What follows belongs to an exercise in optimizing a design on an open flow for small area; a production flow would make more cautious choices. In this exercise RTL edits were held to simulation tests only and were not proved equivalent to the original. Power and IR drop assume default switching activity.

==> design/flow/design.v <==
module axis_lane_packer #(
  parameter int LANE_W      = 8,
  parameter int LANES       = 4,
  parameter int DEPTH_LANES = 32,
  parameter int SEG_W       = 12
) (
  input  logic                    clk,
  input  logic                    arst,
  input  logic [LANES*LANE_W-1:0] s_data,
  input  logic [LANES-1:0]        s_keep,
  input  logic                    s_valid,
  input  logic                    s_last,
  output logic                    s_ready,
  output logic [LANES*LANE_W-1:0] m_data,
  output logic [LANES-1:0]        m_keep,
  output logic                    m_valid,
  output logic                    m_last,
  output logic                    m_seg,
  input  logic                    m_ready,
  input  logic [SEG_W-1:0]        seg_len,
  output logic                    keep_err
);
  localparam int PW = $clog2(DEPTH_LANES);
  localparam int FW = PW + 1;
  logic [LANE_W-1:0]       r_buf [DEPTH_LANES];
  logic [DEPTH_LANES-1:0]  r_end;         
  logic [PW-1:0]           r_wr_ptr, r_rd_ptr;
  logic [FW-1:0]           r_fill;
  logic                    r_in_pkt;      
  logic [SEG_W-1:0]        r_seg_cnt, r_seg_len;
  logic                    r_pkt_first;   
  logic [LANES*LANE_W-1:0] r_m_data;
  logic [LANES-1:0]        r_m_keep;
  logic                    r_m_valid, r_m_last, r_m_seg, r_keep_err;
  logic [FW-1:0] w_wcnt, w_wr_cnt;
  logic          w_keep_bad, w_run, w_s_ready, w_acc;
  always_comb begin
    w_wcnt     = '0;
    w_keep_bad = 1'b0;
    w_run      = 1'b1;
    for (int i = 0; i < LANES; i++) begin
      if (s_keep[i]) begin
        if (w_run) w_wcnt = w_wcnt + FW'(1);
        else       w_keep_bad = 1'b1;
      end else begin
        w_run = 1'b0;
      end
    end
  end
  assign w_s_ready = (FW'(DEPTH_LANES) - r_fill) >= FW'(LANES);
  assign w_acc     = s_valid & w_s_ready;
  assign w_wr_cnt  = w_acc ? w_wcnt : '0;
  logic [SEG_W-1:0]        w_seg_len_eff, w_seg_rem;
  logic [FW-1:0]           w_n, w_avail, w_end_k, w_len, w_rd_cnt;
  logic                    w_found, w_can_load, w_load, w_seg_end;
  logic [LANES*LANE_W-1:0] w_beat_data;
  logic [LANES-1:0]        w_beat_keep;
  assign w_seg_len_eff = r_pkt_first ? seg_len : r_seg_len;
  assign w_seg_rem     = w_seg_len_eff - r_seg_cnt;
  always_comb begin
    w_n = FW'(LANES);
    if (w_seg_len_eff != '0 && w_seg_rem < SEG_W'(LANES)) w_n = FW'(w_seg_rem);
    w_avail = (r_fill < w_n) ? r_fill : w_n;
    w_found = 1'b0;
    w_end_k = '0;
    for (int k = 0; k < LANES; k++) begin
      if (!w_found && FW'(k) < w_avail && r_end[r_rd_ptr + PW'(k)]) begin
        w_found = 1'b1;
        w_end_k = FW'(k);
      end
    end
    w_len      = w_found ? w_end_k + FW'(1) : w_n;
    w_can_load = (r_fill >= w_n) || w_found;
    w_load     = w_can_load && (!r_m_valid || m_ready);
    w_seg_end  = (w_seg_len_eff != '0) && (r_seg_cnt + SEG_W'(w_len) == w_seg_len_eff);
    w_rd_cnt   = w_load ? w_len : '0;
    w_beat_data = '0;
    w_beat_keep = '0;
    for (int k = 0; k < LANES; k++) begin
      if (FW'(k) < w_len) begin
        w_beat_data[k*LANE_W +: LANE_W] = r_buf[r_rd_ptr + PW'(k)];
        w_beat_keep[k] = 1'b1;
      end
    end
  end
  always_ff @(posedge clk) begin
    if (w_acc) begin
      for (int i = 0; i < LANES; i++)
        if (FW'(i) < w_wcnt) r_buf[r_wr_ptr + PW'(i)] <= s_data[i*LANE_W +: LANE_W];
    end
  end
  always_ff @(posedge clk) begin
    if (arst) begin
      r_wr_ptr    <= '0;
      r_rd_ptr    <= '0;
      r_fill      <= '0;
      r_end       <= '0;
      r_in_pkt    <= 1'b0;
      r_seg_cnt   <= '0;
      r_seg_len   <= '0;
      r_pkt_first <= 1'b1;
      r_m_data    <= '0;
      r_m_keep    <= '0;
      r_m_valid   <= 1'b0;
      r_m_last    <= 1'b0;
      r_m_seg     <= 1'b0;
      r_keep_err  <= 1'b0;
    end else begin
      if (w_acc) begin
        for (int i = 0; i < LANES; i++)
          if (FW'(i) < w_wcnt)
            r_end[r_wr_ptr + PW'(i)] <= s_last && (FW'(i) == w_wcnt - FW'(1));
        if (w_wcnt == '0 && s_last && r_in_pkt) r_end[r_wr_ptr - PW'(1)] <= 1'b1;
        r_wr_ptr <= r_wr_ptr + PW'(w_wcnt);
        if (s_last)          r_in_pkt <= 1'b0;
        else if (w_wcnt != '0)   r_in_pkt <= 1'b1;
        if (w_keep_bad)          r_keep_err <= 1'b1;
      end
      r_fill <= r_fill + w_wr_cnt - w_rd_cnt;
      if (!r_m_valid || m_ready) begin
        r_m_valid <= w_can_load;
        if (w_can_load) begin
          r_m_data    <= w_beat_data;
          r_m_keep    <= w_beat_keep;
          r_m_last    <= w_found || w_seg_end;
          r_m_seg     <= w_seg_end && !w_found;
          r_rd_ptr    <= r_rd_ptr + PW'(w_len);
          r_seg_cnt   <= (w_found || w_seg_end) ? '0 : r_seg_cnt + SEG_W'(w_len);
          if (r_pkt_first) r_seg_len <= seg_len;
          r_pkt_first <= w_found;
        end else begin
          r_m_data <= '0;
          r_m_keep <= '0;
          r_m_last <= 1'b0;
          r_m_seg  <= 1'b0;
        end
      end
    end
  end
  assign s_ready = w_s_ready;
  assign m_data  = r_m_data;
  assign m_keep  = r_m_keep;
  assign m_valid = r_m_valid;
  assign m_last  = r_m_last;
  assign m_seg   = r_m_seg;
  assign keep_err    = r_keep_err;
endmodule
==> design/flow/run.sh <==
#!/bin/bash
# synth_recipe.tcl (not shown) runs the flow's synth.tcl, then flattens the netlist and writes it again
# the make line also repeats each setting of config.mk as NAME=value (left out here)
make -C /OpenROAD-flow-scripts/flow DESIGN_CONFIG=/design/flow/config.mk WORK_HOME=/design/flow/orfs CLKGATE_MAP_FILE= SYNTH_SCRIPT=/design/flow/synth_recipe.tcl finish
==> design/flow/config.mk <==
export PLATFORM = sky130hd
export DESIGN_NAME = axis_lane_packer
export DESIGN_NICKNAME = axis_lane_packer
export VERILOG_FILES = /design/flow/design.v
export SDC_FILE = /design/flow/constraint.sdc
export NUM_CORES = 4
export LEC_CHECK = 0
export CAP_MARGIN = 20
export CORE_MARGIN = 2
export CORE_UTILIZATION = 35
export PLACE_DENSITY = 0.55
export SLEW_MARGIN = 20
==> design/flow/constraint.sdc <==
create_clock -name core_clock -period 12.0 [get_ports {clk}]
set_input_delay 2.4000 -clock core_clock [delete_from_list [all_inputs] [get_ports {clk}]]
set_output_delay 2.4000 -clock core_clock [all_outputs]
set_load 0.01 [all_outputs]
==> run summary <==
## final timing paths
path | from | cells after the start | to
worst max-delay path | seg_len[0] | 35 | r_seg_cnt[6]$_SDFFE_PP0P_
worst min-delay path | r_m_data[11]$_SDFFE_PP0N_ | 2 | r_m_data[11]$_SDFFE_PP0N_
worst max register to register | r_pkt_first$_SDFFE_PP1P_ | 35 | r_seg_cnt[6]$_SDFFE_PP0P_
worst min register to register | r_m_data[11]$_SDFFE_PP0N_ | 2 | r_m_data[11]$_SDFFE_PP0N_
## logic make-up after synthesis
family | after synthesis | synth area share
multiplexers | 580 | 0.288
XOR/XNOR | 72 | 0.0200
adder cells (fa/ha/maj) | 65 | 0.0247
buffers and inverters | 434 | 0.0476
AND/OR/NAND/NOR | 1402 | 0.171
AO/OA/AOI/OAI | 1023 | 0.165
other | 2 | 0.000212
flip-flops | 375 | 0.284
## report_power, final
| group | switching [mW] | total, mW | leakage [nW] | internal [mW] |
|---|---|---|---|---|
| Sequential | 0.192 | 1.69 | 3.28 | 1.50 |
| Combinational | 2.00 | 3.58 | 8.87 | 1.57 |
| Clock | 0.656 | 1.55 | 0.802 | 0.899 |
## stage by stage
stage | cells | hold slack, ps
6_report | 5154 | 457
5_1_grt | 5151 | 491
4_1_cts | 5148 | 467
3_5_place_dp | 5059 | 455
3_3_place_gp | 5058 | 445
2_1_floorplan | 3960 | 476
## flip-flops by register name, indices dropped and copies added (netlist names), named ones only
name / flops
r_keep_err: 1
r_in_pkt: 1
r_end: 32
r_wr_ptr: 5
r_m_keep: 4
r_seg_len: 12
r_seg_cnt: 12
r_m_last: 1
r_pkt_first: 1
r_m_data: 32
r_m_seg: 1
r_buf: 256
r_rd_ptr: 5
r_fill: 6
r_m_valid: 1
## layer usage
layer | routed length (um) | up-vias | GRT usage
met1 | 61200 | 16500 | 0.409
li1 | - | 14600 | -
met4 | 6930 | 10 | 0.112
met3 | 27800 | 404 | 0.143
met2 | 66800 | 2647 | 0.436
met5 | 60 | - | 0
## area by class of cell
cell class | instances | area (um^2)
fill | 10000 | 61100
tap | 1298 | 1620
multi-input combinational | 3151 | 23800
inverter | 52 | 195
antenna | 5 | 12.5
timing repair buffer | 184 | 1620
clock buffer | 59 | 1330
sequential | 375 | 10100
clock inverter | 30 | 314
## worst max-delay path, delay by kind of cell
family | cells | cell delay, ps
and+or+nand+nor | 12 | 3310
AOI/OAI and AO/OA | 12 | 2740
adders and majority gates | 5 | 1490
muxes | 3 | 890
buffers and inverters | 2 | 530
xor gates and xnor gates | 1 | 210
## cells in the final DEF, fill, tap and decap left out, drive strengths merged, types with 18 or more instances in the layout
cell type,count
a211oi,25
nand2b,18
o22ai,30
mux2i,187
nor2,315
xor2,23
o21ai,464
a31oi,34
nor2b,18
nor3,38
a221oi,28
buf,92
ha,57
edfxtp,256
mux2,49
and2,27
dfxtp,119
or3,29
mux4,344
clkbuf,59
inv,56
nand3,236
clkdlybuf4s50,92
a21oi,316
clkinv,18
a22oi,27
xnor2,46
nand2,659
==> impl_results.md <==
- Tot GR Track Use: 0.308
- WL/cell: 31.6 um
- DRT iter0 DRCs: 5606
- Seq/Total Area, Yosys: 0.284
- Largest net degree at the start of global routing: 131
- Post-synth ARST share: 0
- Final Critical Period: between 10000 and 15000 ps
- Io pins: between 90 and 100
- CTS max path bufs: 3
- Final setup margin: 909 ps
- First-pass GRT wire length: 232000 um
- Crit path DAT: 11570 ps
- Post-CTS resize count: 0
- Routed wire length: 163000 um
- CP dominant cell by count: ha_1
- Mapped Cells: 3953
- Max incr delay on CP: 520 ps
- Finished Core Util: 0.390
- RePlAce Congestion: 1.00
- Clock Tree Root: clkbuf_16
- Netlist cell types: 80
- Worst-Margin Slew: 1230 ps
- PortBufs: 93
- Clk Latency, worst-skew pair: 630 ps
- Critical path class: input port to register
- Post-Syn Area: 0.0354 mm^2
- Synth cell count leaders: 659 x nand2_1, 462 x o21ai_0, 341 x mux4_2
- CTS Buf Count: 49
- Hold WC Path Type: register to register
- Post-CTS Setup Bufs: 0
- Critical Path End Type: register
- Post-place instance area: 0.0373 mm^2
- Yosys warnings: 1
- Overall power: roughly 7 mW
- CTS tree: done
- Initial antenna violation count: 12
- EDFF count, synth: around 260
- Gr ovfl total: 0
- Post-DRT Antenna Nets: 0
- Std-Cell Rows: 116
- Synth Register Bits: 375
- Die W: 322 um
- Setup TNS: 0 ps
- Die ar.: 0.104 mm^2
- Lkg Pwr: 13.0 nW
- Maximum vdd drop: 0.133 mV
- Period utilization: 0.924
- Vias after detailed routing: 34100
- Worst reg2reg setup slack: 2300 ps
- Vias/cell: 6.62
- Final setup vio count: 0
- Router iterations before antenna repair: 7
- Final Instance Area: between 0.03 and 0.04 mm^2
- Die span in y: 322 um
- Fraction of layout cells with a size suffix above 1: 0.158
- PD cells: 175 mW/mm^2
- CTS hold repair buffers: 0
- CP Launch Type: input port
- Synthesized area per cell: 8.96 um^2
- Status: no timing/DRC/antenna violations
- # DRC: 0
- Slew HR: 0.176
- Final Hold Viols: 0
- Skew final: 30.9 ps
- H-Tree Depth: 2
- Dpl ws: between 300 and 400 ps
- Largest area contributor in the netlist: edfxtp_1
- Crit Path Max Fanout: 12
- Post-synth top area share: 0.217
- Vias in the first global route: a little over 30000
- Synthesis-to-layout area growth: 10.2%
- Top-count cell post-synth: nand2_1
- CP max stage cell: or4_1
- Primary FF master, synth: edfxtp_1
- Max Cap Viol: 0
- Clock sinks: ~380
- Core area: 0.100 mm^2
- DP HPWL: 111000 um
- Synth top area cells: edfxtp_1 22%, mux4_2 22%, nand2_1 7.0%
- Fmax: roughly 90 MHz
- Slew Limit Fails: 0
- # nets final: between 3000 and 4000
- Clk slew on worst S/H paths: 60 ps
- Starting Density: 0.354
- RSZ-0062 raised after global routing: false
- Worst endpoint required time: 12480 ps

## port drivers added, routing unchanged
The results above use ideal ports. As a check the final layout listed here was re-extracted and re-timed, cells and wires unchanged.
Step 1, drivers: a clkbuf_16 drives clk and a buf_2 each remaining input, both assumed.
Step 2 times the ports against the registers' clock, not the clock port: input delays grow and output delays shrink by t, the midpoint of the rising clock arrivals with the driver on.
a / b / c = no drivers / after step 1 / after step 2; a / b = the first two.
shift t [ns]: 0.685
setup slack, ns: 0.909 / 0.947 / 0.262
hold slack, ns: 0.457 / 0.457 / 0.457
worst setup path after step 2: input to register
slew at the worst register clock pin (ns): 0.07 / 0.07
After both steps this run still meets setup and hold. For this run, drivers alone change the setup slack by +0.038 ns; drivers and shift together by -0.647 ns.
